From an optimization exercise on the open Yosys and OpenROAD flow, aimed at small area, a short achievable clock period and few clock cycles per item; shortcuts taken in it are not production practice. Only simulation tests tie the RTL to the original design; equivalence was not proved. No activity file was given, so power comes from the tool's default toggle rates.

==> flow/flow/run.sh <==
#!/bin/bash
# the standard layout, with the port buffers made from buf_2 cells instead
# of the delay buffers buffer_ports picks by default; every port still gets
# its own buffer. make's output goes to standard.log, each ORFS step's to
# its own log under orfs/logs.
set -euo pipefail
export BUFFER_PORTS_ARGS="-buffer_cell sky130_fd_sc_hd__buf_2"
bash standard.sh > standard.log 2>&1
==> flow/standard.sh <==
#!/bin/bash
# synth_recipe.tcl (not shown) runs the flow's synth.tcl, then flattens the netlist and writes it again
# the make line also repeats each setting of config.mk as NAME=value (left out here)
make -C /OpenROAD-flow-scripts/flow DESIGN_CONFIG=/design/flow/config.mk WORK_HOME=/design/flow/orfs CLKGATE_MAP_FILE= SYNTH_SCRIPT=/design/flow/synth_recipe.tcl "${@:-finish}"
==> flow/config.mk <==
export PLATFORM = sky130hd
export DESIGN_NAME = math_expression_tokenizer
export DESIGN_NICKNAME = math_expression_tokenizer
export VERILOG_FILES = /design/flow/design.v
export SDC_FILE = /design/flow/constraint.sdc
export NUM_CORES = 4
export LEC_CHECK = 0
export CAP_MARGIN = 20
export CORE_MARGIN = 2
export CORE_UTILIZATION = 40
export CTS_BUF_LIST = sky130_fd_sc_hd__clkbuf_4 sky130_fd_sc_hd__clkbuf_8
export CTS_CLUSTER_SIZE = 30
export SETUP_SLACK_MARGIN = 2.2
export SLEW_MARGIN = 20
==> flow/constraint.sdc <==
create_clock -name core_clock -period 5.3 [get_ports {clk}]
set_input_delay 1.0600 -clock core_clock [delete_from_list [all_inputs] [get_ports {clk}]]
set_output_delay 1.0600 -clock core_clock [all_outputs]
set_load 0.01 [all_outputs]
==> flow/design.v <==
`timescale 1ns / 1ps
module mxt_lexer #(
	parameter int MANTISSA_BITS = 48,
	parameter int DEPTH_BITS = 8
) (
	input  logic        clk,
	input  logic        arst_n,
	input  logic        valid,
	input  logic        is_dig,
	input  logic        is_alp,
	input  logic        is_sp,
	input  logic        is_zero,
	input  logic        is_mark,
	input  logic        is_op,
	input  logic [4:0]  code,
	input  logic        q_v0,
	input  logic        q_v1,
	input  logic        num_held_nopop,
	input  logic        num_held_pop,
	input  logic        tokens_ready,
	output logic        go,
	output logic        push_a,
	output logic        num_a,
	output logic [4:0]  kind_a,
	output logic        push_b,
	output logic [4:0]  kind_b,
	output logic [1:0]  status_b,
	output logic [MANTISSA_BITS-1:0] acc,
	output logic [3:0]  frac,
	output logic        sat
);
	localparam logic [4:0] KIND_END    = 5'd18;
	localparam logic [1:0] ST_OK      = 2'd0;
	localparam logic [1:0] ST_SYNTAX  = 2'd1;
	localparam logic [1:0] ST_KEYWORD = 2'd2;
	localparam logic [1:0] ST_MIXED   = 2'd3;
	localparam logic [1:0] VAR_NONE = 2'b11;
	localparam int LO_BITS = 24;
	localparam int HI_BITS = MANTISSA_BITS - LO_BITS;
	localparam logic [1:0] CMP_EQ = 2'd0;
	localparam logic [1:0] CMP_LT = 2'd1;
	localparam logic [1:0] CMP_GT = 2'd2;
	localparam int M_IDLE = 0;
	localparam int M_NUMI = 1;   
	localparam int M_NUMF = 2;   
	localparam int M_MARK = 3;   
	localparam int M_WORD = 4;
	localparam int M_ERRS = 5;   
	localparam int M_ERRK = 6;   
	localparam logic [4:0] L_A = 5'd1, L_B = 5'd2, L_C = 5'd3, L_E = 5'd5, L_H = 5'd8,
		L_I = 5'd9, L_N = 5'd14, L_O = 5'd15, L_P = 5'd16, L_Q = 5'd17, L_R = 5'd18,
		L_S = 5'd19, L_T = 5'd20, L_X = 5'd24;
	localparam logic [4:0] W_DEAD  = 5'd8;
	localparam logic [4:0] W_S     = 5'd9;
	localparam logic [4:0] W_SI    = 5'd10;
	localparam logic [4:0] W_SQ    = 5'd11;
	localparam logic [4:0] W_SQR   = 5'd12;
	localparam logic [4:0] W_C     = 5'd13;
	localparam logic [4:0] W_CO    = 5'd14;
	localparam logic [4:0] W_TA    = 5'd15;
	localparam logic [4:0] W_TH    = 5'd16;
	localparam logic [4:0] W_SIN   = 5'd17;
	localparam logic [4:0] W_COS   = 5'd18;
	localparam logic [4:0] W_TAN   = 5'd19;
	localparam logic [4:0] W_ABS   = 5'd20;
	localparam logic [4:0] W_SQRT  = 5'd21;
	localparam logic [4:0] W_PI    = 5'd22;
	localparam logic [4:0] W_E     = 5'd23;
	localparam logic [4:0] W_THETA = 5'd24;
	localparam logic [4:0] W_X     = 5'd25;
	localparam logic [4:0] W_T     = 5'd26;
	localparam logic [4:0] W_THE   = 5'd27;
	localparam logic [4:0] W_THET  = 5'd28;
	localparam logic [4:0] W_A     = 5'd29;
	localparam logic [4:0] W_AB    = 5'd30;
	localparam logic [4:0] W_P     = 5'd31;
	function automatic logic [4:0] word_start(input logic [4:0] l);
		case (l)
			L_S: word_start = W_S;
			L_C: word_start = W_C;
			L_T: word_start = W_T;
			L_A: word_start = W_A;
			L_P: word_start = W_P;
			L_E: word_start = W_E;
			L_X: word_start = W_X;
			default: word_start = W_DEAD;
		endcase
	endfunction
	function automatic logic [4:0] word_next(input logic [4:0] s, input logic [4:0] l);
		word_next = W_DEAD;
		case (s)
			W_S:    if (l == L_I) word_next = W_SI; else if (l == L_Q) word_next = W_SQ;
			W_SI:   if (l == L_N) word_next = W_SIN;
			W_SQ:   if (l == L_R) word_next = W_SQR;
			W_SQR:  if (l == L_T) word_next = W_SQRT;
			W_C:    if (l == L_O) word_next = W_CO;
			W_CO:   if (l == L_S) word_next = W_COS;
			W_T:    if (l == L_A) word_next = W_TA; else if (l == L_H) word_next = W_TH;
			W_TA:   if (l == L_N) word_next = W_TAN;
			W_TH:   if (l == L_E) word_next = W_THE;
			W_THE:  if (l == L_T) word_next = W_THET;
			W_THET: if (l == L_A) word_next = W_THETA;
			W_A:    if (l == L_B) word_next = W_AB;
			W_AB:   if (l == L_S) word_next = W_ABS;
			W_P:    if (l == L_I) word_next = W_PI;
			default: word_next = W_DEAD;
		endcase
	endfunction
	logic [6:0]               m_q, m_n;
	logic [4:0]               w_q, w_n;
	logic [LO_BITS-1:0]       lo_q;
	logic [HI_BITS-1:0]       hi_q;
	logic [3:0]               cpend_q;
	logic                     hpend_q;
	logic [3:0]               frac_q;
	logic                     sat_q;
	logic [3:0]               len_q, len_s, len_d, top_dig;
	logic [1:0]               cmp_q, cmp_s, cmp_d;
	logic [DEPTH_BITS-1:0]    depth_q, depth_n, depth_step;
	logic                     neg_q, neg_n;
	logic [1:0]               var_q, var_n, v;
	logic                     mixed_q, mixed_n;
	logic [3:0] dig;
	logic [LO_BITS+3:0]       wlo;
	logic [HI_BITS-1:0]       whi;
	logic [3:0]               carry;
	logic go0, go1, hclr_q;
	logic over, start, take, take_acc, num, is_kw, fall, err_n;
	assign dig = {code[3], code[2] & !code[3], code[1] & !code[3], code[0]};
	assign num_a = num;
	assign num = m_q[M_NUMI] || m_q[M_NUMF];
	assign start = m_q[M_IDLE] || m_q[M_MARK];
	assign is_kw = w_q[4] && w_q[3:0] >= 4'd1 && w_q[3:0] <= 4'd10;
	assign v = w_q[1:0];
	assign go0 = valid && (is_dig ? !(start && num_held_nopop)
		: ((num || m_q[M_WORD]) ? (!q_v0 && !q_v1) : !q_v1));
	assign go1 = valid && (is_dig ? !(start && num_held_pop)
		: ((num || m_q[M_WORD]) ? !q_v1 : 1'b1));
	assign go = go0 || (go1 && tokens_ready);
	assign wlo[0] = code[0];
	mxt_add #(.N(LO_BITS+3)) u_add_lo (
		.x({1'b0, lo_q, code[2:1]}),
		.y({3'b0, lo_q}),
		.ci(code[3]),
		.s(wlo[LO_BITS+3:1])
	);
	assign carry = wlo[LO_BITS+3:LO_BITS];
	assign whi[0] = cpend_q[0];
	mxt_add #(.N(HI_BITS-1)) u_add_hi (
		.x({hi_q[HI_BITS-4:0], cpend_q[2:1]}),
		.y(hi_q[HI_BITS-2:0]),
		.ci(cpend_q[3]),
		.s(whi[HI_BITS-1:1])
	);
	assign over = len_q == 4'd15 || (len_q == 4'd14
		&& (cmp_q == CMP_GT || (cmp_q == CMP_EQ && dig > 4'd5)));
	always_comb begin
		case (len_q)
			4'd0:  top_dig = 4'd2;
			4'd1:  top_dig = 4'd8;
			4'd2:  top_dig = 4'd1;
			4'd3:  top_dig = 4'd4;
			4'd4:  top_dig = 4'd7;
			4'd5:  top_dig = 4'd4;
			4'd6:  top_dig = 4'd9;
			4'd7:  top_dig = 4'd7;
			4'd8:  top_dig = 4'd6;
			4'd9:  top_dig = 4'd7;
			4'd10: top_dig = 4'd1;
			4'd11: top_dig = 4'd0;
			4'd12: top_dig = 4'd6;
			4'd13: top_dig = 4'd5;
			default: top_dig = 4'd5;
		endcase
	end
	assign len_s = (len_q == 4'd0 && dig == 4'd0) ? 4'd0 : len_q + 4'd1;
	assign cmp_s = (len_q == 4'd0 && dig == 4'd0) ? CMP_EQ
		: cmp_q != CMP_EQ ? cmp_q
		: dig > top_dig ? CMP_GT : dig < top_dig ? CMP_LT : CMP_EQ;
	assign len_d = dig == 4'd0 ? 4'd0 : 4'd1;
	assign cmp_d = dig == 4'd0 ? CMP_EQ : dig > 4'd2 ? CMP_GT : dig < 4'd2 ? CMP_LT : CMP_EQ;
	assign take = go && is_dig && (start || m_q[M_NUMI]
		|| (m_q[M_NUMF] && !over && frac_q != 4'd15));
	assign take_acc = take && !(m_q[M_NUMI] && over);
	always_ff @(posedge clk) begin
		if (take) begin
			frac_q <= m_q[M_MARK] ? 4'd1 : m_q[M_IDLE] ? 4'd0 : frac_q + {3'd0, m_q[M_NUMF]};
			len_q <= start ? len_d : (m_q[M_NUMI] && over) ? 4'd15 : len_s;
			cmp_q <= start ? cmp_d : (m_q[M_NUMI] && over) ? CMP_EQ : cmp_s;
		end
		if (take_acc) lo_q <= start ? {{(LO_BITS-4){1'b0}}, dig} : wlo[LO_BITS-1:0];
		if (take_acc) cpend_q <= {carry[3], carry[2] | carry[3], carry[1] | carry[3], carry[0]};
		if (hpend_q) hi_q <= hclr_q ? '0 : whi;
		if (go && is_dig && (start || m_q[M_NUMI])) sat_q <= !start && over;
	end
	always_ff @(posedge clk or negedge arst_n) begin
		if (!arst_n) begin
			hpend_q <= 1'b0;
			hclr_q <= 1'b0;
		end else begin
			hpend_q <= take_acc;
			hclr_q <= take_acc && start;
		end
	end
	assign acc = {hi_q, lo_q};
	assign frac = frac_q;
	assign sat = sat_q;
	assign depth_step = depth_q + {{(DEPTH_BITS-1){code[0]}}, 1'b1};
	always_comb begin
		m_n = m_q; w_n = w_q;
		depth_n = depth_q; neg_n = neg_q; var_n = var_q; mixed_n = mixed_q;
		push_a = 1'b0; kind_a = 5'd0;
		push_b = 1'b0; kind_b = 5'd0; status_b = ST_OK;
		fall = 1'b1;
		if (num) begin
			if (is_dig) begin
				fall = 1'b0;
			end else if (is_mark && m_q[M_NUMI]) begin
				fall = 1'b0;
				m_n = 7'd1 << M_NUMF;
			end else begin
				push_a = 1'b1;
				m_n = 7'd1 << M_IDLE;
			end
		end else if (m_q[M_MARK]) begin
			if (is_dig) begin
				fall = 1'b0;
				m_n = 7'd1 << M_NUMF;
			end else begin
				m_n = 7'd1 << M_ERRS;
			end
		end else if (m_q[M_WORD]) begin
			if (is_alp || is_dig) begin
				fall = 1'b0;
				w_n = is_alp ? word_next(w_q, code) : W_DEAD;
			end else if (is_kw) begin
				push_a = 1'b1;
				kind_a = {1'b0, w_q[3:0]};
				m_n = 7'd1 << M_IDLE;
				if (w_q[3:0] >= 4'd8) begin
					if (var_q == VAR_NONE) var_n = v;
					else if (var_q != v) mixed_n = 1'b1;
				end
			end else begin
				m_n = 7'd1 << M_ERRK;
			end
		end
		err_n = m_n[M_ERRS] || m_n[M_ERRK];
		if (fall) begin
			if (is_zero) begin
				push_b = 1'b1;
				kind_b = KIND_END;
				if (m_n[M_ERRS]) status_b = ST_SYNTAX;
				else if (m_n[M_ERRK]) status_b = ST_KEYWORD;
				else if (mixed_n) status_b = ST_MIXED;
				else if (depth_q != '0 || neg_q) status_b = ST_SYNTAX;
				else status_b = ST_OK;
				m_n = 7'd1 << M_IDLE;
				depth_n = '0; neg_n = 1'b0; var_n = VAR_NONE; mixed_n = 1'b0;
			end else if (!err_n) begin
				m_n = 7'd1 << M_IDLE;
				if (is_sp) begin
				end else if (is_dig) begin
					m_n = 7'd1 << M_NUMI;
				end else if (is_mark) begin
					m_n = 7'd1 << M_MARK;
				end else if (is_alp) begin
					m_n = 7'd1 << M_WORD;
					w_n = word_start(code);
				end else if (is_op) begin
					push_b = 1'b1;
					kind_b = code;
					if (code == 5'd16) begin
						if (&depth_q) neg_n = 1'b1;
						else depth_n = depth_step;
					end
					if (code == 5'd17) begin
						if (depth_q == '0) neg_n = 1'b1;
						else depth_n = depth_step;
					end
				end else begin
					m_n = 7'd1 << M_ERRS;
				end
			end
		end
	end
	always_ff @(posedge clk or negedge arst_n) begin
		if (!arst_n) begin
			m_q <= 7'd1 << M_IDLE; depth_q <= '0; neg_q <= 1'b0; var_q <= VAR_NONE;
			mixed_q <= 1'b0;
		end else if (go) begin
			m_q <= m_n; depth_q <= depth_n; neg_q <= neg_n; var_q <= var_n;
			mixed_q <= mixed_n;
		end
	end
	always_ff @(posedge clk) begin
		if (go) w_q <= w_n;
	end
endmodule
module mxt_add #(
	parameter int N = 48
) (
	input  logic [N-1:0] x,
	input  logic [N-1:0] y,
	input  logic         ci,
	output logic [N-1:0] s
);
	localparam int LV = 6;   
	logic [N-1:0] p;
	logic [N-1:0] g_l [0:LV];
	logic [N-1:0] p_l [0:LV];
	assign p = x ^ y;
	always_comb begin
		g_l[0] = x & y;
		p_l[0] = p;
		g_l[0][0] = (x[0] & y[0]) | (p[0] & ci);
		for (int l = 0; l < LV; l++) begin
			g_l[l+1] = g_l[l];
			p_l[l+1] = p_l[l];
			for (int i = 0; i < N; i++) begin
				if ((i >> l) % 2 == 1) begin
					g_l[l+1][i] = g_l[l][i] | (p_l[l][i] & g_l[l][((i >> l) << l) - 1]);
					p_l[l+1][i] = p_l[l][i] & p_l[l][((i >> l) << l) - 1];
				end
			end
		end
	end
	assign s = p ^ {g_l[LV][N-2:0], ci};
endmodule
`timescale 1ns / 1ps
module mxt_token_queue (
	input  logic       clk,
	input  logic       arst_n,
	input  logic       go,
	input  logic       push_a,
	input  logic       num_a,
	input  logic [4:0] kind_a,
	input  logic       push_b,
	input  logic [4:0] kind_b,
	input  logic [1:0] status_b,
	output logic       hp0,
	output logic       hp1,
	output logic       num_held,
	output logic       v0,
	output logic       v1,
	output logic       num_held_nopop,
	output logic       num_held_pop,
	output logic       q0_num,
	output logic       tokens_valid,
	input  logic       tokens_ready,
	output logic [4:0] tokens_token_kind,
	output logic [1:0] tokens_status
);
	logic       v0_q, v1_q;
	logic [4:0] k0_q, k1_q;
	logic [1:0] s0_q, s1_q;
	logic       n0_q, n1_q, t0_n;
	logic       pop, pa, pb;
	logic [4:0] t0_k;
	logic [1:0] t0_s;
	assign pop = v0_q && tokens_ready;
	assign hp0 = !v1_q && (!v0_q || tokens_ready);
	assign hp1 = !v1_q || tokens_ready;
	assign q0_num = n0_q;
	assign num_held = (v0_q && n0_q && !tokens_ready) || (v1_q && n1_q);
	assign num_held_nopop = (v0_q && n0_q) || (v1_q && n1_q);
	assign num_held_pop = v1_q && n1_q;
	assign v0 = v0_q;
	assign v1 = v1_q;
	assign tokens_valid = v0_q;
	assign tokens_token_kind = k0_q;
	assign tokens_status = s0_q;
	assign pa = go && push_a;
	assign pb = go && push_b;
	assign t0_k = push_a ? kind_a : kind_b;
	assign t0_s = push_a ? 2'd0 : status_b;
	assign t0_n = push_a && num_a;
	always_ff @(posedge clk or negedge arst_n) begin
		if (!arst_n) begin
			v0_q <= 1'b0;
			v1_q <= 1'b0;
		end else begin
			if (hp0) begin
				v0_q <= pa || pb;
				v1_q <= pa && pb;
			end else if (pop || !v1_q) begin
				v0_q <= 1'b1;
				v1_q <= pa || pb;
			end
		end
	end
	always_ff @(posedge clk) begin
		if (hp0) begin
			k0_q <= t0_k;
			s0_q <= t0_s;
			n0_q <= t0_n;
			k1_q <= kind_b;
			s1_q <= status_b;
			n1_q <= 1'b0;
		end else begin
			if (pop) begin
				k0_q <= k1_q;
				s0_q <= s1_q;
				n0_q <= n1_q;
			end
			if (pop || !v1_q) begin
				k1_q <= t0_k;
				s1_q <= t0_s;
				n1_q <= t0_n;
			end
		end
	end
endmodule
`timescale 1ns / 1ps
module math_expression_tokenizer #(
	parameter int MANTISSA_BITS = 48,
	parameter int DEPTH_BITS = 8
) (
	input  logic clk,
	input  logic arst_n,
	input  logic chars_valid,
	output logic chars_ready,
	input  logic [7:0] chars_character,
	output logic tokens_valid,
	input  logic tokens_ready,
	output logic [4:0] tokens_token_kind,
	output logic [47:0] tokens_number_mantissa,
	output logic [3:0] tokens_fraction_digits,
	output logic [1:0] tokens_status,
	output logic tokens_last,
	input  logic cfg_valid,
	output logic cfg_ready,
	input  logic cfg_comma_decimal_mark
);
	localparam int C_DIG  = 0;
	localparam int C_ALP  = 1;
	localparam int C_SP   = 2;
	localparam int C_ZERO = 3;
	localparam int C_MARK = 4;
	localparam int C_OP   = 5;
	logic        mark_q;
	logic        r0_v;
	logic [5:0]  r0_cls, in_cls;
	logic [4:0]  r0_code, in_code;
	logic        accept, go;
	logic        q_hp0, q_hp1, num_held, q_v0, q_v1, num_held_nopop, num_held_pop;
	logic        push_a, push_b, num_a;
	logic [4:0]  kind_a, kind_b;
	logic [1:0]  status_b;
	logic        q0_num;
	logic [47:0] acc;
	logic [3:0]  frac;
	logic        sat;
	logic [7:0]  ch;
	assign cfg_ready = 1'b1;
	assign chars_ready = !r0_v || go;
	assign accept = chars_valid && chars_ready;
	assign ch = chars_character;
	always_comb begin
		in_cls = '0;
		in_code = {1'b0, ch[3], ch[2] | ch[3], ch[1] | ch[3], ch[0]};
		in_cls[C_DIG] = ch >= "0" && ch <= "9";
		in_cls[C_ALP] = (ch >= "a" && ch <= "z") || (ch >= "A" && ch <= "Z");
		in_cls[C_SP] = ch == " " || (ch >= 8'd9 && ch <= 8'd13);
		in_cls[C_ZERO] = ch == 8'd0;
		in_cls[C_MARK] = mark_q ? (ch == ",") : (ch == ".");
		if (in_cls[C_ALP]) in_code = ch[5] ? ch[4:0] : 5'd0;
		case (ch)
			"+": begin in_cls[C_OP] = 1'b1; in_code = 5'd11; end
			"-": begin in_cls[C_OP] = 1'b1; in_code = 5'd12; end
			"*": begin in_cls[C_OP] = 1'b1; in_code = 5'd13; end
			"/": begin in_cls[C_OP] = 1'b1; in_code = 5'd14; end
			"^": begin in_cls[C_OP] = 1'b1; in_code = 5'd15; end
			"(": begin in_cls[C_OP] = 1'b1; in_code = 5'd16; end
			")": begin in_cls[C_OP] = 1'b1; in_code = 5'd17; end
			default: ;
		endcase
	end
	always_ff @(posedge clk or negedge arst_n) begin
		if (!arst_n) mark_q <= 1'b0;
		else if (cfg_valid) mark_q <= cfg_comma_decimal_mark;
	end
	always_ff @(posedge clk or negedge arst_n) begin
		if (!arst_n) r0_v <= 1'b0;
		else if (chars_ready) r0_v <= chars_valid;
	end
	always_ff @(posedge clk) begin
		if (chars_ready) begin
			r0_cls <= in_cls;
			r0_code <= in_code;
		end
	end
	mxt_lexer #(
		.MANTISSA_BITS(MANTISSA_BITS),
		.DEPTH_BITS(DEPTH_BITS)
	) u_lexer (
		.clk(clk),
		.arst_n(arst_n),
		.valid(r0_v),
		.is_dig(r0_cls[C_DIG]),
		.is_alp(r0_cls[C_ALP]),
		.is_sp(r0_cls[C_SP]),
		.is_zero(r0_cls[C_ZERO]),
		.is_mark(r0_cls[C_MARK]),
		.is_op(r0_cls[C_OP]),
		.code(r0_code),
		.q_v0(q_v0),
		.q_v1(q_v1),
		.num_held_nopop(num_held_nopop),
		.num_held_pop(num_held_pop),
		.tokens_ready(tokens_ready),
		.go(go),
		.push_a(push_a),
		.num_a(num_a),
		.kind_a(kind_a),
		.push_b(push_b),
		.kind_b(kind_b),
		.status_b(status_b),
		.acc(acc),
		.frac(frac),
		.sat(sat)
	);
	mxt_token_queue u_queue (
		.clk(clk),
		.arst_n(arst_n),
		.go(go),
		.push_a(push_a),
		.num_a(num_a),
		.kind_a(kind_a),
		.push_b(push_b),
		.kind_b(kind_b),
		.status_b(status_b),
		.hp0(q_hp0),
		.hp1(q_hp1),
		.num_held(num_held),
		.v0(q_v0),
		.v1(q_v1),
		.num_held_nopop(num_held_nopop),
		.num_held_pop(num_held_pop),
		.q0_num(q0_num),
		.tokens_valid(tokens_valid),
		.tokens_ready(tokens_ready),
		.tokens_token_kind(tokens_token_kind),
		.tokens_status(tokens_status)
	);
	assign tokens_last = tokens_token_kind[4] & tokens_token_kind[1];
	assign tokens_number_mantissa = q0_num ? (acc | {48{sat}}) : 48'd0;
	assign tokens_fraction_digits = q0_num ? frac : 4'd0;
endmodule
==> results of run 1 <==
registers in the layout, summed over array words and instances, names as in the netlist, 4 cells and up:
register,cells
u_lexer.cpend_q,4
r0_cls,6
u_lexer.frac_q,4
u_lexer.m_q,7
u_queue.k1_q,5
u_lexer.lo_q,24
u_lexer.len_q,4
r0_code,5
u_lexer.w_q,5
u_queue.k0_q,5
u_lexer.depth_q,8
u_lexer.hi_q,24
layer usage:
layer / vias to the layer above / global-route usage
met5: - / 0
met4: 0 / 0.0551
met3: 24 / 0.0304
met2: 213 / 0.310
met1: 3465 / 0.250
li1: 3599 / -
critical path, cell delays in order:
cell	delay, ns
sky130_fd_sc_hd__buf_2	0.13
sky130_fd_sc_hd__nor2b_4	0.14
sky130_fd_sc_hd__nor2_4	0.07
sky130_fd_sc_hd__o2bb2ai_2	0.14
sky130_fd_sc_hd__nand2b_1	0.06
sky130_fd_sc_hd__nand3_1	0.10
sky130_fd_sc_hd__buf_6	0.13
sky130_fd_sc_hd__nand2_8	0.07
sky130_fd_sc_hd__buf_6	0.14
cell families (layout without fill, tap and decap cells):
family,count (synthesis),count (layout),share of synthesized area
AOI/OAI and AO/OA,268,268,0.210
xor gates and xnor gates,43,43,0.0426
adders and majority gates,72,72,0.113
buffers and inverters,88,184,0.0439
DFF,120,120,0.393
muxes,7,7,0.00962
other,1,1,0.000424
and+or+nand+nor,332,333,0.188
cell usage after synthesis, types with 5 or more instances:
cell | instances | area, sq um
sky130_fd_sc_hd__fa_1 | 13 | 260
sky130_fd_sc_hd__ha_1 | 59 | 738
sky130_fd_sc_hd__a31oi_1 | 9 | 56.3
sky130_fd_sc_hd__nand2b_1 | 12 | 75.1
sky130_fd_sc_hd__o21a_1 | 56 | 420
sky130_fd_sc_hd__edfxtp_1 | 94 | 2820
sky130_fd_sc_hd__nand4_1 | 7 | 43.8
sky130_fd_sc_hd__buf_1 | 5 | 18.8
sky130_fd_sc_hd__nand2_1 | 82 | 308
sky130_fd_sc_hd__xnor2_1 | 29 | 254
sky130_fd_sc_hd__o311ai_0 | 5 | 43.8
sky130_fd_sc_hd__a21oi_1 | 52 | 260
sky130_fd_sc_hd__o21bai_1 | 5 | 37.5
sky130_fd_sc_hd__a21o_1 | 19 | 143
sky130_fd_sc_hd__nand3_1 | 27 | 135
sky130_fd_sc_hd__o22ai_1 | 5 | 31.3
sky130_fd_sc_hd__nor2b_1 | 18 | 113
sky130_fd_sc_hd__inv_1 | 37 | 139
sky130_fd_sc_hd__o211ai_1 | 11 | 82.6
sky130_fd_sc_hd__nor2_1 | 97 | 364
sky130_fd_sc_hd__buf_6 | 7 | 78.8
sky130_fd_sc_hd__o22a_1 | 8 | 70.1
sky130_fd_sc_hd__nor3_1 | 19 | 95.1
sky130_fd_sc_hd__o21ai_0 | 44 | 220
sky130_fd_sc_hd__clkbuf_1 | 36 | 135
sky130_fd_sc_hd__and3_1 | 12 | 75.1
sky130_fd_sc_hd__xor2_1 | 14 | 123
sky130_fd_sc_hd__nor4_1 | 14 | 87.6
sky130_fd_sc_hd__dfrtp_1 | 22 | 551
sky130_fd_sc_hd__a211oi_1 | 6 | 45.0
sky130_fd_sc_hd__and2_1 | 15 | 93.8
sky130_fd_sc_hd__o31ai_1 | 8 | 60.1
per-stage QoR:
stage | power [mW] | utilization
6_report | 6.90 | 0.469
5_1_grt | 7.49 | 0.469
4_1_cts | 6.71 | 0.457
3_5_place_dp | 5.59 | 0.431
3_3_place_gp | 5.53 | 0.431
2_1_floorplan | 4.68 | -
power by group:
| group | leakage, nW | internal [mW] | switching [mW] |
|---|---|---|---|
| Sequential | 1.23 | 1.61 | 0.466 |
| Clock | 0.236 | 0.571 | 0.432 |
| Combinational | 2.84 | 1.68 | 2.14 |
| Total | 4.30 | 3.87 | 3.04 |
worst min-delay path by stage:
stage | cells past startpoint | from | end | slack, ns
3_3_place_gp | 2 | u_lexer.neg_q | u_lexer.neg_q | 0.47
6_report | 2 | u_lexer.m_q[5] | u_lexer.m_q[5] | 0.50
4_1_cts | 2 | u_lexer.m_q[0] | u_lexer.m_q[0] | 0.49
5_1_grt | 2 | u_lexer.neg_q | u_lexer.neg_q | 0.53
3_5_place_dp | 2 | u_lexer.m_q[0] | u_lexer.m_q[0] | 0.48
2_1_floorplan | 2 | u_lexer.m_q[5] | u_lexer.m_q[5] | 0.45
cell type report:
type                       count  area share
timing repair buffer         114      0.0664
clock inverter                15      0.0233
multi-input combinational    724       0.499
sequential                   120       0.340
tap                          280      0.0343
clock buffer                  17      0.0229
inverter                      38      0.0140
what timing repair did:
action | CTS | global route
gates resized for setup | 16 | 13
setup endpoints to repair | 33 | 58
hold endpoints to repair | 0 | 0
pin swaps | 1 | 12
buffers inserted | 6 | 28
cloned | 0 | 1
==> impl_metrics.yaml, run 1 <==
logic_synthesis:
  number_of_enable_flip_flop_cells_after_synthesis: 94
  synth_sequential_area_ratio: 0.393
  most_instantiated_flip_flop_cell_in_the_synthesis_netlist: "sky130_fd_sc_hd__edfxtp_1"
  post_synth_instance_area_sq_um: 8840
  syn_area_per_cell_sq_um: 9.50
  netlist-cell-type-count: 78
  cell_count_after_synthesis: 931
  mappedNetlistNets: 1017
  share_of_synthesized_registers_carrying_an_async_set_or_reset: 0.208
  synth_warnings: 9
  synth.ff_latch_count: 120
timing:
  setup_violations: 0
  fmax_ghz: 0.322
  hold_violations: 0
  final_max_slew_viol_count: 0
  final_worst_path_setup_slack_ns: 2.19
  period_minus_slack_ns: 3.11
  worst_clock_skew_ns: 0.0183
  timing.slew.headroom: 0.302
  holdWs_ns: 0.499
  worstMarginPinSlew_ns: 1.05
  setup-tns-final_ns: 0
  post-route-period-util: 0.586
  rsz_0062_raised_after_global_routing: "yes"
critical_path:
  critical_path.endpoint_type: "output port"
  cp_data_required_time_ns: 4.24
  reg2regPathDepth: 12
  crit_path_start: "tokens_ready"
  worstReg2RegStart: "r0_code[1]"
  worstSetupStartpointType: "input pin"
  critical_path_class: "input pin to output port"
  setup.reg_to_reg.worst_slack_ns: 2.32
  critical_path.max_fanout: 9
  worst_setup_path_endpoint: "chars_ready"
  reg2reg_to: "u_lexer.lo_q[17]"
  critPathArrivalTime_ns: 2.05
cells_and_area:
  num_antenna_cells: 0
  most-common-layout-cells: "sky130_fd_sc_hd__nor2_1, sky130_fd_sc_hd__edfxtp_1, sky130_fd_sc_hd__nand2_1"
  fillers: 2073
  design_area_sq_um: 10200
  drive_gt1_frac: 0.188
  area_growth_pct: 15.5
  layout.nets: 1101
  sequential_cell_area_sq_um: 3470
  non_filler_instances: 1308
  multi_input_area_sq_um: 5100
  layout_commonest_cell: "sky130_fd_sc_hd__nor2_1"
route:
  detail_route.iter0.violations: 481
  drtAntennaViolNets: 0
  dr.max_layer_used: "met4"
  sum_of_routed_wire_segments_on_met1_um: 9820
  dr_wl_met3_um: 1130
  drt_pass1_iterations: 5
  detailroute.via_count: 7301
  route.detailed.vias_per_inst: 5.58
  met2_wire_length_um: 10500
  mean_routed_wirelength_per_cell_um: 16.6
  remaining_drc_errors: 0
  wl_um: 21700
global_routing:
  grt_pass1_wl_um: 35900
  globalRoute.totalOverflow: 0
  largest_net_degree_at_the_start_of_global_routing: 53
  grt_usage: 0.186
  grt_antenna_before_repair: 0
  via_count_of_the_first_global_routing_pass: 7097
die:
  die_area_sq_um: 23300
  die_y_um: 153
  floorplan.rows: 54
  top_level_pins: 77
  die_width_um: 153
  floorplan.initialDensity: 0.406
  placeableCoreArea_sq_um: 21800
hold_path:
  min_path_type: "register to register"
placement:
  gp_weighted_congestion: 0.861
  dpl-instance-area_sq_um: 9380
  cell_count_post_placement: 1241
  place_ws_ns: 1.70
  port-buffer-count: 75
  dp_hpwl_um: 14600
clock_tree:
  cts_inserted_buffers: 17
  worst_skew_pair_latency_ns: 0.45
  tritoncts_num_sinks: 120
  htree_levels: 4
  worst_path_clk_slew_ns: 0.08
  cts_tree: "built"
  cts_root_buf: "sky130_fd_sc_hd__clkbuf_8"
  cts_buffer_depth: 2
  ctsHoldBuffers: 0
job:
  number_of_max_capacitance_violations_reported: 0
power:
  vdd_drop_max_v: 0.000243
  static_leak_nw: 4.30
  cellPowerDensity_nw_per_um2: 676
outcome:
  run_status: "complete, no violations"
Testbench counts, summed over its fixed seeds: cycles 45,710, chars 45,683.
==> run 2: changes to the inputs <==
--- a/flow/config.mk
+++ b/flow/config.mk
@@ -5,10 +5,10 @@
 export SDC_FILE = /design/flow/constraint.sdc
 export NUM_CORES = 4
 export LEC_CHECK = 0
-export CAP_MARGIN = 20
+export CAP_MARGIN = 10
 export CORE_MARGIN = 2
 export CORE_UTILIZATION = 40
 export CTS_BUF_LIST = sky130_fd_sc_hd__clkbuf_4 sky130_fd_sc_hd__clkbuf_8
 export CTS_CLUSTER_SIZE = 30
 export SETUP_SLACK_MARGIN = 2.2
-export SLEW_MARGIN = 20
+export SLEW_MARGIN = 10
==> impl_metrics.yaml, run 2 <==
critical_path:
  path_buf_inv: 3
  slowest_stage: "sky130_fd_sc_hd__nor2b_4"
  critical_path.top_delay_family: "simple AND/OR/NAND/NOR gates"
  critical_path.max_fanout: 9
  critical_path_class: "input pin to output port"
  worstPathCellList: "buf_2, nor2b_4, nor2_4, o2bb2ai_2, nand2b_1, nand3_1, buf_6, nand2_8, buf_6"
  critical-path-max-stage-delay_ns: 0.14
  worstSetupStartpointType: "input pin"
  critical_path.endpoint_type: "output port"
  timing.critical_path.mode_cell: "sky130_fd_sc_hd__buf_6"
  critPathArrivalTime_ns: 2.05
  cp_data_required_time_ns: 4.24
clock_tree:
  cts_root_buf: "sky130_fd_sc_hd__clkbuf_8"
  cts_buffer_depth: 2
  tritoncts_num_sinks: 120
  cts_inserted_buffers: 17
  htree_levels: 4
  worst_skew_pair_latency_ns: 0.45
  worst_path_clk_slew_ns: 0.08
  cts_tree: "built"
cells_and_area:
  layout_commonest_cell: "sky130_fd_sc_hd__nor2_1"
  layout.nets: 1101
  finalCoreUtilization: 0.469
  largestRegisters: "u_lexer.hi_q x24, u_lexer.lo_q x24, u_lexer.depth_q x8"
  num_antenna_cells: 0
  most-common-layout-cells: "sky130_fd_sc_hd__nor2_1, sky130_fd_sc_hd__edfxtp_1, sky130_fd_sc_hd__nand2_1"
  drive_gt1_frac: 0.188
  area_growth_pct: 15.5
timing:
  rsz_0062_raised_after_global_routing: "yes"
  holdWs_ns: 0.499
  fmax_ghz: 0.322
  final_max_slew_viol_count: 0
  worst_clock_skew_ns: 0.0183
  hold_violations: 0
  timing.slew.headroom: 0.249
  period_minus_slack_ns: 3.11
  setup_violations: 0
  setup-tns-final_ns: 0
  worstMarginPinSlew_ns: 1.11
  post-route-period-util: 0.586
power:
  p_sw_frac: 0.440
  cellPowerDensity_nw_per_um2: 676
  int_power_mw: 3.87
  pwr-share-seq: 0.301
  static_leak_nw: 4.30
  vdd_drop_max_v: 0.000243
  clkPwrFrac: 0.145
  combPwrFrac: 0.553
  total_switching_power_mw: 3.04
die:
  die_width_um: 153
  placeableCoreArea_sq_um: 21800
  floorplan.initialDensity: 0.406
  die_area_sq_um: 23300
  top_level_pins: 77
  die_y_um: 153
  floorplan.rows: 54
logic_synthesis:
  synth.ff_latch_count: 120
  most_instantiated_flip_flop_cell_in_the_synthesis_netlist: "sky130_fd_sc_hd__edfxtp_1"
  syn_area_per_cell_sq_um: 9.50
  yosysMostFrequentCell: "sky130_fd_sc_hd__nor2_1"
  post_synth_instance_area_sq_um: 8840
  netlist-cell-type-count: 78
  synth_warnings: 9
  mappedNetlistNets: 1017
  number_of_enable_flip_flop_cells_after_synthesis: 94
  cell_count_after_synthesis: 931
  ys_top_cells_by_count: "sky130_fd_sc_hd__nor2_1, sky130_fd_sc_hd__edfxtp_1, sky130_fd_sc_hd__nand2_1"
  synthTopCellsByArea: "sky130_fd_sc_hd__edfxtp_1, sky130_fd_sc_hd__ha_1, sky130_fd_sc_hd__dfrtp_1"
  share_of_synthesized_registers_carrying_an_async_set_or_reset: 0.208
  most_area_hungry_cell_type_in_the_yosys_netlist: "sky130_fd_sc_hd__edfxtp_1"
  synth_sequential_area_ratio: 0.393
  synth_top_area_share: 0.319
route:
  drtAntennaViolNets: 0
  remaining_drc_errors: 0
  drt_pass1_iterations: 5
  route.detailed.vias_per_inst: 5.58
  mean_routed_wirelength_per_cell_um: 16.6
  detailroute.via_count: 7301
  detail_route.iter0.violations: 480
  wl_um: 21700
outcome:
  run_status: "complete, no violations"
global_routing:
  via_count_of_the_first_global_routing_pass: 7097
  grt_usage: 0.186
  largest_net_degree_at_the_start_of_global_routing: 53
  grt_pass1_wl_um: 35900
  grt_antenna_before_repair: 0
  globalRoute.totalOverflow: 0
placement:
  port-buffer-count: 75
  dp_hpwl_um: 14600
  gp_weighted_congestion: 0.861
job:
  number_of_max_capacitance_violations_reported: 0
hold_path:
  min_path_type: "register to register"
==> run 2: cell counts after synthesis <==
Identical to the previous run, type by type.
==> run 2: routing by layer <==
layer  wire length (um)  part of all wire  track usage
met1               9820              0.45        0.250
met2              10500              0.48        0.310
met3               1130             0.052       0.0304
met4                308             0.014       0.0551
met5                  0                 0            0
==> run 2: kinds of logic (layout without fill, tap and decap cells) <==
kind of cell | after synthesis | after routing | share of synthesized area
AND/OR/NAND/NOR | 332 | 333 | 0.188
adder cells (fa/ha/maj) | 72 | 72 | 0.113
flip-flops | 120 | 120 | 0.393
XOR/XNOR | 43 | 43 | 0.0426
other | 1 | 1 | 0.000424
buffers and inverters | 88 | 184 | 0.0439
AO/OA/AOI/OAI | 268 | 268 | 0.210
multiplexers | 7 | 7 | 0.00962
==> run 2: worst paths after layout <==
path                                       to            from  slack (ns)  depth (start not counted)
hold / removal                 u_lexer.m_q[5]  u_lexer.m_q[5]        0.50                          2
setup reg to reg             u_lexer.lo_q[17]      r0_code[1]        2.32                         12
hold reg to reg                u_lexer.m_q[5]  u_lexer.m_q[5]        0.50                          2
setup / recovery                  chars_ready    tokens_ready        2.19                          9
min in group asynchronous  u_lexer.depth_q[5]          arst_n        0.62                          1
max in group asynchronous      u_lexer.m_q[3]          arst_n        4.24                          1
==> run 2: final cells by class <==
class,count,area (sq um)
clock buffer,17,234
clock inverter,15,238
fill,2073,11500
inverter,38,143
multi-input combinational,724,5100
sequential,120,3470
tap,280,350
timing repair buffer,114,678
==> run 2: worst min-delay path: stages (launching register included) <==
cell and delay (ns):
sky130_fd_sc_hd__dfrtp_1 0.35, sky130_fd_sc_hd__nand2_1 0.04, sky130_fd_sc_hd__o21ai_0 0.07
==> run 2: timing repair <==
| action | CTS | global route |
|---|---|---|
| endpoints found under the setup margin | 33 | 58 |
| buffers inserted | 6 | 28 |
| gates cloned | 0 | 1 |
| hold buffers | 0 | 0 |
| resized for setup | 16 | 13 |
| pin swaps | 1 | 12 |
==> run 2: power groups by stage <==
stage	Combinational, mW	Clock, mW	Sequential, mW
6_report	3.82	1.00	2.08
5_1_grt	4.28	1.06	2.14
4_1_cts	3.58	1.02	2.10
3_5_place_dp	3.42	0	2.17
3_3_place_gp	3.37	0	2.16
2_1_floorplan	2.81	0	1.87
==> run 2: stage by stage <==
stage	setup slack [ns]	total power [mW]	instances	instance area (sq um)
after floorplan	2.27	4.68	931	8860
after global placement	1.77	5.53	1241	9380
after detailed placement	1.70	5.59	1241	9380
after CTS	2.05	6.71	1279	9950
after global routing	2.11	7.49	1308	10200
final	2.19	6.90	1308	10200
==> run 3: changes to the inputs <==
==> flow/flow/run.sh (replaced) <==
#!/bin/bash
# the standard layout, with the port buffers made from buf_1 cells instead
# of the delay buffers buffer_ports picks by default; every port still gets
# its own buffer. make's output goes to standard.log, each ORFS step's to
# its own log under orfs/logs.
set -euo pipefail
export BUFFER_PORTS_ARGS="-buffer_cell sky130_fd_sc_hd__buf_1"
bash standard.sh > standard.log 2>&1
--- a/flow/config.mk
+++ b/flow/config.mk
@@ -5,10 +5,10 @@
 export SDC_FILE = /design/flow/constraint.sdc
 export NUM_CORES = 4
 export LEC_CHECK = 0
-export CAP_MARGIN = 10
+export CAP_MARGIN = 20
 export CORE_MARGIN = 2
 export CORE_UTILIZATION = 40
 export CTS_BUF_LIST = sky130_fd_sc_hd__clkbuf_4 sky130_fd_sc_hd__clkbuf_8
 export CTS_CLUSTER_SIZE = 30
 export SETUP_SLACK_MARGIN = 2.2
-export SLEW_MARGIN = 10
+export SLEW_MARGIN = 20
==> impl_metrics.yaml, run 3 <==
outcome:
  run_status: "complete, no violations"
logic_synthesis:
  yosysMostFrequentCell: "sky130_fd_sc_hd__nor2_1"
  synth_warnings: 9
  synth.ff_latch_count: 120
  mappedNetlistNets: 1017
  synth_sequential_area_ratio: 0.393
  post_synth_instance_area_sq_um: 8840
  synthTopCellsByArea: "sky130_fd_sc_hd__edfxtp_1, sky130_fd_sc_hd__ha_1, sky130_fd_sc_hd__dfrtp_1"
  syn_area_per_cell_sq_um: 9.50
  cell_count_after_synthesis: 931
  synth_top_area_share: 0.319
  share_of_synthesized_registers_carrying_an_async_set_or_reset: 0.208
  number_of_enable_flip_flop_cells_after_synthesis: 94
  ys_top_cells_by_count: "sky130_fd_sc_hd__nor2_1, sky130_fd_sc_hd__edfxtp_1, sky130_fd_sc_hd__nand2_1"
  most_area_hungry_cell_type_in_the_yosys_netlist: "sky130_fd_sc_hd__edfxtp_1"
  netlist-cell-type-count: 78
  most_instantiated_flip_flop_cell_in_the_synthesis_netlist: "sky130_fd_sc_hd__edfxtp_1"
global_routing:
  via_count_of_the_first_global_routing_pass: 7055
  grt_usage: 0.183
  largest_net_degree_at_the_start_of_global_routing: 53
  grt_antenna_before_repair: 0
  grt_pass1_wl_um: 35300
  globalRoute.totalOverflow: 0
cells_and_area:
  area_growth_pct: 15.5
  layout.nets: 1111
  num_antenna_cells: 0
  largestRegisters: "u_lexer.hi_q x24, u_lexer.lo_q x24, u_lexer.depth_q x8"
  most-common-layout-cells: "sky130_fd_sc_hd__nor2_1, sky130_fd_sc_hd__edfxtp_1, sky130_fd_sc_hd__nand2_1"
  drive_gt1_frac: 0.132
  layout_commonest_cell: "sky130_fd_sc_hd__nor2_1"
timing:
  hold_violations: 0
  timing.slew.headroom: 0.313
  setup-tns-final_ns: 0
  worst_clock_skew_ns: 0.0182
  rsz_0062_raised_after_global_routing: "yes"
  setup_violations: 0
  post-route-period-util: 0.575
  final_max_slew_viol_count: 0
  holdWs_ns: 0.505
  fmax_ghz: 0.328
  worstMarginPinSlew_ns: 1.03
  period_minus_slack_ns: 3.05
critical_path:
  worstSetupStartpointType: "input pin"
  critPathArrivalTime_ns: 1.99
  critical-path-max-stage-delay_ns: 0.14
  critical_path.max_fanout: 5
  cp_data_required_time_ns: 4.24
  slowest_stage: "sky130_fd_sc_hd__nor2b_4"
  critical_path_class: "input pin to output port"
  worstPathCellList: "buf_8, nor2b_4, nor2_4, o2bb2ai_2, nand2b_1, nand3_1, buf_6, nand2_8, buf_6"
  timing.critical_path.mode_cell: "sky130_fd_sc_hd__buf_6"
  critical_path.endpoint_type: "output port"
die:
  floorplan.rows: 54
  floorplan.initialDensity: 0.406
  placeableCoreArea_sq_um: 21800
  die_y_um: 153
  die_width_um: 153
  top_level_pins: 77
  die_area_sq_um: 23300
route:
  route.detailed.vias_per_inst: 5.61
  remaining_drc_errors: 0
  detailroute.via_count: 7399
  detail_route.iter0.violations: 500
  mean_routed_wirelength_per_cell_um: 16.5
  drt_pass1_iterations: 5
  drtAntennaViolNets: 0
  wl_um: 21700
placement:
  port-buffer-count: 75
  dp_hpwl_um: 14700
  gp_weighted_congestion: 0.892
job:
  number_of_max_capacitance_violations_reported: 0
clock_tree:
  htree_levels: 4
  cts_tree: "built"
  cts_buffer_depth: 2
  tritoncts_num_sinks: 120
  worst_skew_pair_latency_ns: 0.46
  cts_inserted_buffers: 17
  worst_path_clk_slew_ns: 0.08
  cts_root_buf: "sky130_fd_sc_hd__clkbuf_8"
power:
  vdd_drop_max_v: 0.000252
  static_leak_nw: 4.07
  cellPowerDensity_nw_per_um2: 670
hold_path:
  min_path_type: "register to register"
[run 3: changes by cell type in the layout (fill, tap and decap cells not counted), moves of 3 or more]
cell,delta
sky130_fd_sc_hd__clkinv_4,-4
sky130_fd_sc_hd__buf_4,+8
sky130_fd_sc_hd__clkinvlp_4,+3
sky130_fd_sc_hd__bufinv_16,-3
sky130_fd_sc_hd__buf_1,+73
sky130_fd_sc_hd__buf_2,-74
[run 3: layout make-up]
| cell class | instances | area [sq um] |
|---|---|---|
| clock inverters | 15 | 163 |
| well taps | 280 | 350 |
| flip-flops and latches | 120 | 3470 |
| repair buffers | 123 | 677 |
| inverters | 38 | 158 |
| fillers | 2101 | 11500 |
| clock buffers | 17 | 234 |
| multi-input cells | 725 | 5150 |
[run 3: final timing paths]
| path | from | endpoint | slack (ns) | cells after the start |
|---|---|---|---|---|
| setup / recovery | tokens_ready | chars_ready | 2.25 | 9 |
| hold / removal | u_lexer.neg_q | u_lexer.neg_q | 0.51 | 2 |
| setup reg to reg | u_lexer.w_q[0] | u_lexer.w_q[0] | 2.27 | 8 |
| hold reg to reg | u_lexer.neg_q | u_lexer.neg_q | 0.51 | 2 |
| max in group asynchronous | arst_n | u_lexer.var_q[0] | 4.37 | 2 |
| min in group asynchronous | arst_n | u_lexer.depth_q[4] | 0.60 | 2 |
[run 3: cell families after synthesis]
family	after synthesis	synth area share
buffers and inverters	88	0.0439
XOR/XNOR	43	0.0426
flip-flops	120	0.393
AO/OA/AOI/OAI	268	0.210
multiplexers	7	0.00962
AND/OR/NAND/NOR	332	0.188
adder cells (fa/ha/maj)	72	0.113
other	1	0.000424
[run 3: where the power goes]
group / switching, mW / internal, mW
logic: 2.18 / 1.71
clock network: 0.437 / 0.426
registers: 0.475 / 1.61
[run 3: worst max-delay path, delay by kind of cell]
kind / cells / cell delay, ns
and+or+nand+nor: 5 / 0.41
buffers and inverters: 3 / 0.38
AOI/OAI and AO/OA: 1 / 0.13
[run 3: stage by stage]
step	worst slack, ns	util	power [mW]	cell area [sq um]	cells
finish	2.25	0.469	6.84	10200	1318
detailed placement	1.76	0.427	5.53	9300	1243
global route	2.14	0.469	7.43	10200	1318
CTS	2.09	0.450	6.50	9780	1279
floorplan	2.27	-	4.68	8860	931
global placement	1.75	0.427	5.48	9300	1243
[run 3: repair_timing]
item                                    CTS  global route
hold buffers                              0             0
gates resized for setup                  15            40
buffers inserted                          4            37
pin swaps                                 3            19
gates cloned                              0             2
endpoints found under the setup margin   21            81
[run 3: metal layers]
| layer | global-route usage | part of all wire |
|---|---|---|
| met5 | 0 | 0 |
| met2 | 0.302 | 0.47 |
| met1 | 0.243 | 0.46 |
| met3 | 0.0304 | 0.050 |
| met4 | 0.0666 | 0.020 |
==> run 4: changes to the inputs <==
--- a/flow/config.mk
+++ b/flow/config.mk
@@ -10,5 +10,5 @@
 export CORE_UTILIZATION = 40
 export CTS_BUF_LIST = sky130_fd_sc_hd__clkbuf_4 sky130_fd_sc_hd__clkbuf_8
 export CTS_CLUSTER_SIZE = 30
-export SETUP_SLACK_MARGIN = 2.2
+export SETUP_SLACK_MARGIN = 2.5
 export SLEW_MARGIN = 20
==> impl_metrics.yaml, run 4 <==
outcome:
  run_status: "complete, no violations"
job:
  number_of_max_capacitance_violations_reported: 0
timing:
  hold_violations: 0
  timing.slew.headroom: 0.296
  setup-tns-final_ns: 0
  fmax_ghz: 0.338
  holdWs_ns: 0.495
  setup_violations: 0
  worst_clock_skew_ns: 0.0149
  post-route-period-util: 0.558
  period_minus_slack_ns: 2.96
  worstMarginPinSlew_ns: 1.06
  final_max_slew_viol_count: 0
  rsz_0062_raised_after_global_routing: "yes"
clock_tree:
  worst_skew_pair_latency_ns: 0.44
  cts_inserted_buffers: 17
  cts_tree: "built"
  worst_path_clk_slew_ns: 0.08
  cts_root_buf: "sky130_fd_sc_hd__clkbuf_8"
  htree_levels: 4
  cts_buffer_depth: 2
  ctsHoldBuffers: 0
  tritoncts_num_sinks: 120
critical_path:
  setup.reg_to_reg.worst_slack_ns: 2.43
  worstPathCellList: "buf_8, nor2b_4, nor2_4, o2bb2ai_1, nand2b_1, nand3_4, nand2_8, buf_6"
  reg2reg_to: "u_lexer.lo_q[17]"
  critical_path_class: "input pin to output port"
  critical_path.top_delay_family: "simple AND/OR/NAND/NOR gates"
  cp_data_required_time_ns: 4.24
  critical_path.max_fanout: 3
  slowest_stage: "sky130_fd_sc_hd__nor2b_4"
  critical-path-max-stage-delay_ns: 0.15
  path_buf_inv: 2
  critPathArrivalTime_ns: 1.90
  critical_path.endpoint_type: "output port"
  reg2regPathDepth: 12
  worstSetupStartpointType: "input pin"
  worstReg2RegStart: "r0_code[1]"
logic_synthesis:
  synthTopCellsByArea: "sky130_fd_sc_hd__edfxtp_1, sky130_fd_sc_hd__ha_1, sky130_fd_sc_hd__dfrtp_1"
  share_of_synthesized_registers_carrying_an_async_set_or_reset: 0.208
  netlist-cell-type-count: 78
  synth_warnings: 9
  synth_top_area_share: 0.319
  post_synth_instance_area_sq_um: 8840
  syn_area_per_cell_sq_um: 9.50
  mappedNetlistNets: 1017
  cell_count_after_synthesis: 931
  ys_top_cells_by_count: "sky130_fd_sc_hd__nor2_1, sky130_fd_sc_hd__edfxtp_1, sky130_fd_sc_hd__nand2_1"
  synth.ff_latch_count: 120
  most_area_hungry_cell_type_in_the_yosys_netlist: "sky130_fd_sc_hd__edfxtp_1"
  number_of_enable_flip_flop_cells_after_synthesis: 94
  synth_sequential_area_ratio: 0.393
  yosysMostFrequentCell: "sky130_fd_sc_hd__nor2_1"
  most_instantiated_flip_flop_cell_in_the_synthesis_netlist: "sky130_fd_sc_hd__edfxtp_1"
die:
  placeableCoreArea_sq_um: 21800
  floorplan.rows: 54
  die_area_sq_um: 23300
  die_y_um: 153
  floorplan.initialDensity: 0.406
  die_width_um: 153
  top_level_pins: 77
cells_and_area:
  largestRegisters: "u_lexer.hi_q x24, u_lexer.lo_q x24, u_lexer.depth_q x8"
  drive_gt1_frac: 0.170
  num_antenna_cells: 0
  layout.nets: 1129
  fillers: 2115
  most-common-layout-cells: "sky130_fd_sc_hd__nor2_1, sky130_fd_sc_hd__edfxtp_1, sky130_fd_sc_hd__nand2_1"
  area_growth_pct: 18.3
  layout_commonest_cell: "sky130_fd_sc_hd__nor2_1"
route:
  wl_um: 22500
  drt_pass1_iterations: 5
  mean_routed_wirelength_per_cell_um: 16.8
  drtAntennaViolNets: 0
  route.detailed.vias_per_inst: 5.62
  detail_route.iter0.violations: 489
  remaining_drc_errors: 0
  detailroute.via_count: 7511
power:
  cellPowerDensity_nw_per_um2: 678
  vdd_drop_max_v: 0.000261
  static_leak_nw: 4.21
  fin_total_pwr_mw: 7.08
global_routing:
  grt_pass1_wl_um: 36600
  largest_net_degree_at_the_start_of_global_routing: 53
  grt_usage: 0.191
  via_count_of_the_first_global_routing_pass: 7196
  grt_antenna_before_repair: 0
  globalRoute.totalOverflow: 0
hold_path:
  hold_start: "u_lexer.neg_q"
  min_path_type: "register to register"
  hold-path-cell-count: 2
  min_to: "u_lexer.neg_q"
placement:
  gp_weighted_congestion: 0.885
  port-buffer-count: 75
  dp_hpwl_um: 14600
run 4: changes by cell type in the layout (fill, tap and decap cells not counted), moves of 3 or more:
cell / before / now
sky130_fd_sc_hd__inv_6: 7 / 3
sky130_fd_sc_hd__a21oi_1: 50 / 45
sky130_fd_sc_hd__fa_2: 4 / 7
sky130_fd_sc_hd__clkinv_4: 1 / 4
sky130_fd_sc_hd__fa_1: 9 / 6
sky130_fd_sc_hd__buf_6: 2 / 5
sky130_fd_sc_hd__xnor2_2: 0 / 4
sky130_fd_sc_hd__buf_4: 46 / 61
sky130_fd_sc_hd__xnor2_1: 29 / 25
sky130_fd_sc_hd__inv_1: 33 / 28
sky130_fd_sc_hd__a21oi_2: 1 / 6
sky130_fd_sc_hd__inv_2: 2 / 9
run 4: worst min-delay path: cells and delay by family, from the launching register on:
kind	cells	cell delay, ns
flip-flops	1	0.36
AND/OR/NAND/NOR	1	0.05
AO/OA/AOI/OAI	1	0.06
run 4: worst max-delay path by stage:
stage | from | endpoint | slack (ns) | depth (start not counted)
3_3_place_gp | tokens_ready | u_lexer.lo_q[11] | 1.87 | 10
4_1_cts | tokens_ready | chars_ready | 2.32 | 8
2_1_floorplan | tokens_ready | chars_ready | 2.51 | 6
3_5_place_dp | tokens_ready | u_lexer.lo_q[9] | 1.80 | 10
5_1_grt | u_lexer.m_q[2] | chars_ready | 2.29 | 7
6_report | tokens_ready | chars_ready | 2.34 | 8
run 4: cell type report:
class	instances	area (sq um)	share of cell area
Clock buffer	18	248	0.0237
Clock inverter	14	170	0.0163
Multi-Input combinational cell	726	5260	0.503
Sequential cell	120	3480	0.332
Inverter	38	148	0.0141
Timing Repair Buffer	140	803	0.0768
Tap cell	280	350	0.0335
run 4: cells by family (layout without fill, tap and decap cells):
family / after synthesis / in the layout / share of synthesized area
AOI/OAI and AO/OA: 268 / 268 / 0.210
xor gates and xnor gates: 43 / 43 / 0.0426
adders and majority gates: 72 / 72 / 0.113
buffers and inverters: 88 / 210 / 0.0439
DFF: 120 / 120 / 0.393
muxes: 7 / 7 / 0.00962
other: 1 / 1 / 0.000424
and+or+nand+nor: 332 / 335 / 0.188
run 4: metrics by stage:
step,cell area [sq um],worst slack (ns),util,std cells
3_3_place_gp,9360,1.87,0.430,1241
6_report,10500,2.34,0.481,1336
2_1_floorplan,8940,2.51,-,931
3_5_place_dp,9360,1.80,0.430,1241
4_1_cts,10100,2.32,0.466,1312
5_1_grt,10500,2.29,0.481,1336
run 4: routing by layer:
metal | vias up | track usage | routed length [um]
met5 | - | 0 | 0
met4 | 0 | 0.0556 | 368
met3 | 34 | 0.0301 | 1040
met2 | 218 | 0.324 | 11000
met1 | 3608 | 0.252 | 10100
li1 | 3651 | - | -
run 4: power breakdown:
part / internal [mW] / switching, mW
clock: 0.481 / 0.421
sequential: 1.61 / 0.422
combinational: 1.82 / 2.33
total: 3.91 / 3.17
run 4: what timing repair did:
action | 4_1_cts | 5_1_grt
endpoints found under the setup margin | 109 | 67
setup buffers | 37 | 23
resized for setup | 29 | 30
pin swaps | 29 | 34
cloned | 2 | 1
==> run 5: changes to the inputs <==
--- a/flow/config.mk
+++ b/flow/config.mk
@@ -10,5 +10,5 @@
 export CORE_UTILIZATION = 40
 export CTS_BUF_LIST = sky130_fd_sc_hd__clkbuf_4 sky130_fd_sc_hd__clkbuf_8
 export CTS_CLUSTER_SIZE = 30
-export SETUP_SLACK_MARGIN = 2.5
+export SETUP_SLACK_MARGIN = 2.3
 export SLEW_MARGIN = 20
==> impl_metrics.yaml, run 5 <==
outcome:
  run_status: "complete, no violations"
global_routing:
  via_count_of_the_first_global_routing_pass: 7114
  grt_pass1_wl_um: 35800
  largest_net_degree_at_the_start_of_global_routing: 53
  grt_usage: 0.186
  globalRoute.totalOverflow: 0
  grt_antenna_before_repair: 0
route:
  wl_um: 21700
  route.detailed.vias_per_inst: 5.59
  drtAntennaViolNets: 0
  detailroute.via_count: 7357
  detail_route.iter0.violations: 487
  drt_pass1_iterations: 5
  mean_routed_wirelength_per_cell_um: 16.5
  remaining_drc_errors: 0
power:
  pwr-share-seq: 0.302
  int_power_mw: 3.71
  vdd_drop_max_v: 0.000243
  clkPwrFrac: 0.127
  combPwrFrac: 0.570
  fin_total_pwr_mw: 6.79
  p_sw_frac: 0.453
  static_leak_nw: 4.07
  total_switching_power_mw: 3.07
  cellPowerDensity_nw_per_um2: 667
die:
  die_width_um: 153
  floorplan.initialDensity: 0.406
  floorplan.rows: 54
  die_area_sq_um: 23300
  die_y_um: 153
  top_level_pins: 77
  placeableCoreArea_sq_um: 21800
cells_and_area:
  area_growth_pct: 15.1
  non_filler_instances: 1315
  fillers: 2091
  multi_input_area_sq_um: 5140
  finalCoreUtilization: 0.468
  drive_gt1_frac: 0.132
  sequential_cell_area_sq_um: 3470
  layout_commonest_cell: "sky130_fd_sc_hd__nor2_1"
  largestRegisters: "u_lexer.hi_q x24, u_lexer.lo_q x24, u_lexer.depth_q x8"
  num_antenna_cells: 0
  most-common-layout-cells: "sky130_fd_sc_hd__nor2_1, sky130_fd_sc_hd__edfxtp_1, sky130_fd_sc_hd__nand2_1"
  layout.nets: 1108
  design_area_sq_um: 10200
timing:
  timing.slew.headroom: 0.319
  holdWs_ns: 0.505
  setup_violations: 0
  hold_violations: 0
  final_worst_path_setup_slack_ns: 2.28
  worstMarginPinSlew_ns: 1.02
  post-route-period-util: 0.570
  period_minus_slack_ns: 3.02
  fmax_ghz: 0.331
  worst_clock_skew_ns: 0.0184
  setup-tns-final_ns: 0
  final_max_slew_viol_count: 0
  rsz_0062_raised_after_global_routing: "yes"
placement:
  dp_hpwl_um: 14700
  dpl-instance-area_sq_um: 9300
  cell_count_post_placement: 1243
  place_ws_ns: 1.76
  gp_weighted_congestion: 0.892
  port-buffer-count: 75
logic_synthesis:
  yosysMostFrequentCell: "sky130_fd_sc_hd__nor2_1"
  cell_count_after_synthesis: 931
  synth_warnings: 9
  netlist-cell-type-count: 78
  synth-simple-area-share: 0.188
  most_instantiated_flip_flop_cell_in_the_synthesis_netlist: "sky130_fd_sc_hd__edfxtp_1"
  synth.ff_latch_count: 120
  synthTopCellsByArea: "sky130_fd_sc_hd__edfxtp_1, sky130_fd_sc_hd__ha_1, sky130_fd_sc_hd__dfrtp_1"
  number_of_enable_flip_flop_cells_after_synthesis: 94
  synth_area_in_adders: 0.113
  syn_area_per_cell_sq_um: 9.50
  synth.mux.area_fraction: 0.00962
  share_of_synthesized_registers_carrying_an_async_set_or_reset: 0.208
  synth_top_area_share: 0.319
  post_synth_instance_area_sq_um: 8840
  ys_top_cells_by_count: "sky130_fd_sc_hd__nor2_1, sky130_fd_sc_hd__edfxtp_1, sky130_fd_sc_hd__nand2_1"
  most_area_hungry_cell_type_in_the_yosys_netlist: "sky130_fd_sc_hd__edfxtp_1"
  synth_sequential_area_ratio: 0.393
  yosys.area_share.xor_xnor: 0.0426
  mappedNetlistNets: 1017
  synth_compound_area_frac: 0.210
  synth_top_family_by_area: "compound AO/OA/AOI/OAI gates"
clock_tree:
  tritoncts_num_sinks: 120
  cts_buffer_depth: 2
  cts_inserted_buffers: 17
  ctsHoldBuffers: 0
  htree_levels: 4
  worst_path_clk_slew_ns: 0.08
  cts_root_buf: "sky130_fd_sc_hd__clkbuf_8"
  cts_tree: "built"
  worst_skew_pair_latency_ns: 0.46
critical_path:
  critical_path_class: "register to register"
  critical_path.top_delay_family: "adder cells"
  critical-path-max-stage-delay_ns: 0.47
  cp_data_required_time_ns: 5.61
  path_buf_inv: 4
  timing.critical_path.mode_cell: "sky130_fd_sc_hd__fa_2"
  worstPathCellList: "buf_12, clkinv_8, fa_2, inv_2, fa_2, a211oi_2, o21ai_2, o211ai_1, and2_4, inv_4, a211oi_4, fa_2, nor2_1"
  worstSetupStartpointType: "register"
  critPathArrivalTime_ns: 3.33
  critical_path.endpoint_type: "register"
  slowest_stage: "sky130_fd_sc_hd__fa_2"
  critical_path.max_fanout: 8
hold_path:
  min_path_type: "register to register"
job:
  number_of_max_capacitance_violations_reported: 0
## run 5: cell types whose count changed in the layout (fill, tap and decap cells not counted), moves of 3 or more
| cell | delta |
|---|---|
| sky130_fd_sc_hd__fa_2 | -3 |
| sky130_fd_sc_hd__clkinv_4 | -3 |
| sky130_fd_sc_hd__buf_4 | -17 |
| sky130_fd_sc_hd__inv_6 | +4 |
| sky130_fd_sc_hd__a21oi_1 | +5 |
| sky130_fd_sc_hd__inv_1 | +4 |
| sky130_fd_sc_hd__buf_6 | -3 |
| sky130_fd_sc_hd__fa_1 | +3 |
| sky130_fd_sc_hd__inv_2 | -6 |
| sky130_fd_sc_hd__a21oi_2 | -5 |
| sky130_fd_sc_hd__xnor2_2 | -4 |
| sky130_fd_sc_hd__xnor2_1 | +4 |
## run 5: layer usage
metal	vias to the layer above	global-route usage	routed length, um
li1	3607	-	-
met1	3474	0.245	9940
met2	238	0.310	10200
met3	38	0.0301	1100
met4	0	0.0657	472
met5	-	0	0
## run 5: tightest hold or removal path: stages (launching register included)
cell and delay (ns):
sky130_fd_sc_hd__dfxtp_1 0.34, sky130_fd_sc_hd__nand3_1 0.07, sky130_fd_sc_hd__a21oi_1 0.06
## run 5: worst paths after layout
check	start	to	slack, ns	cells past startpoint
setup / recovery	r0_code[3]	u_lexer.lo_q[17]	2.28	13
hold / removal	u_queue.n1_q	u_queue.n1_q	0.50	2
setup reg to reg	r0_code[3]	u_lexer.lo_q[17]	2.28	13
hold reg to reg	u_queue.n1_q	u_queue.n1_q	0.50	2
max in group asynchronous	arst_n	u_lexer.var_q[0]	4.37	2
min in group asynchronous	arst_n	u_lexer.depth_q[4]	0.60	2
## run 5: power groups by stage
stage,Clock [mW],Combinational [mW],Sequential [mW]
floorplan,0,2.81,1.87
global placement,0,3.34,2.14
detailed placement,0,3.38,2.15
CTS,0.878,3.64,2.07
global route,0.916,4.34,2.11
finish,0.863,3.87,2.05
## run 5: logic make-up after synthesis
logic type | Yosys count
fa+ha+maj | 72
mux | 7
xor+xnor | 43
flops | 120
simple gates | 332
buf+inv | 88
compound gates | 268
other cells | 1
## run 5: repair_timing
action	4_1_cts	5_1_grt
gates cloned	0	1
resized for setup	25	31
setup endpoints to repair	77	54
buffers inserted	13	26
pin swaps	8	29
## run 5: final cells by class
class                      instances  area share
sequential                       120       0.341
clock inverter                    15      0.0160
clock buffer                      17      0.0230
inverter                          38      0.0155
tap                              280      0.0344
multi-input combinational        724       0.505
timing repair buffer             121      0.0650

[static timing again, ports no longer ideal]
The results above use ideal ports. As a check the final layouts listed here were re-extracted and re-timed, cells and wires unchanged. Step 1 assumes that a clkbuf_16 drives the clock port and a buf_2 every other input. Step 2 also shifts input and output timing later by t, the mid clock arrival at the registers, as if the neighbouring blocks saw the same clock. a / b / c = ideal / step 1 / step 2; a / b = the first two.
run | t (ns) | slack for setup (ns) | pins driven straight from the clock port
run 1 | 0.483 | 2.194 / 2.172 / 1.941 | 1
run 2 | 0.483 | 2.195 / 2.172 / 1.942 | 1
run 3 | 0.488 | 2.252 / 2.210 / 1.975 | 1
run 4 | 0.472 | 2.343 / 2.302 / 2.200 | 1
run 5 | 0.487 | 2.280 / 2.259 / 2.007 | 1
After both steps every run listed still meets setup and hold. The setup slack of run 3, which loses most, moves by -0.042 ns with the drivers and by -0.277 ns with both steps.
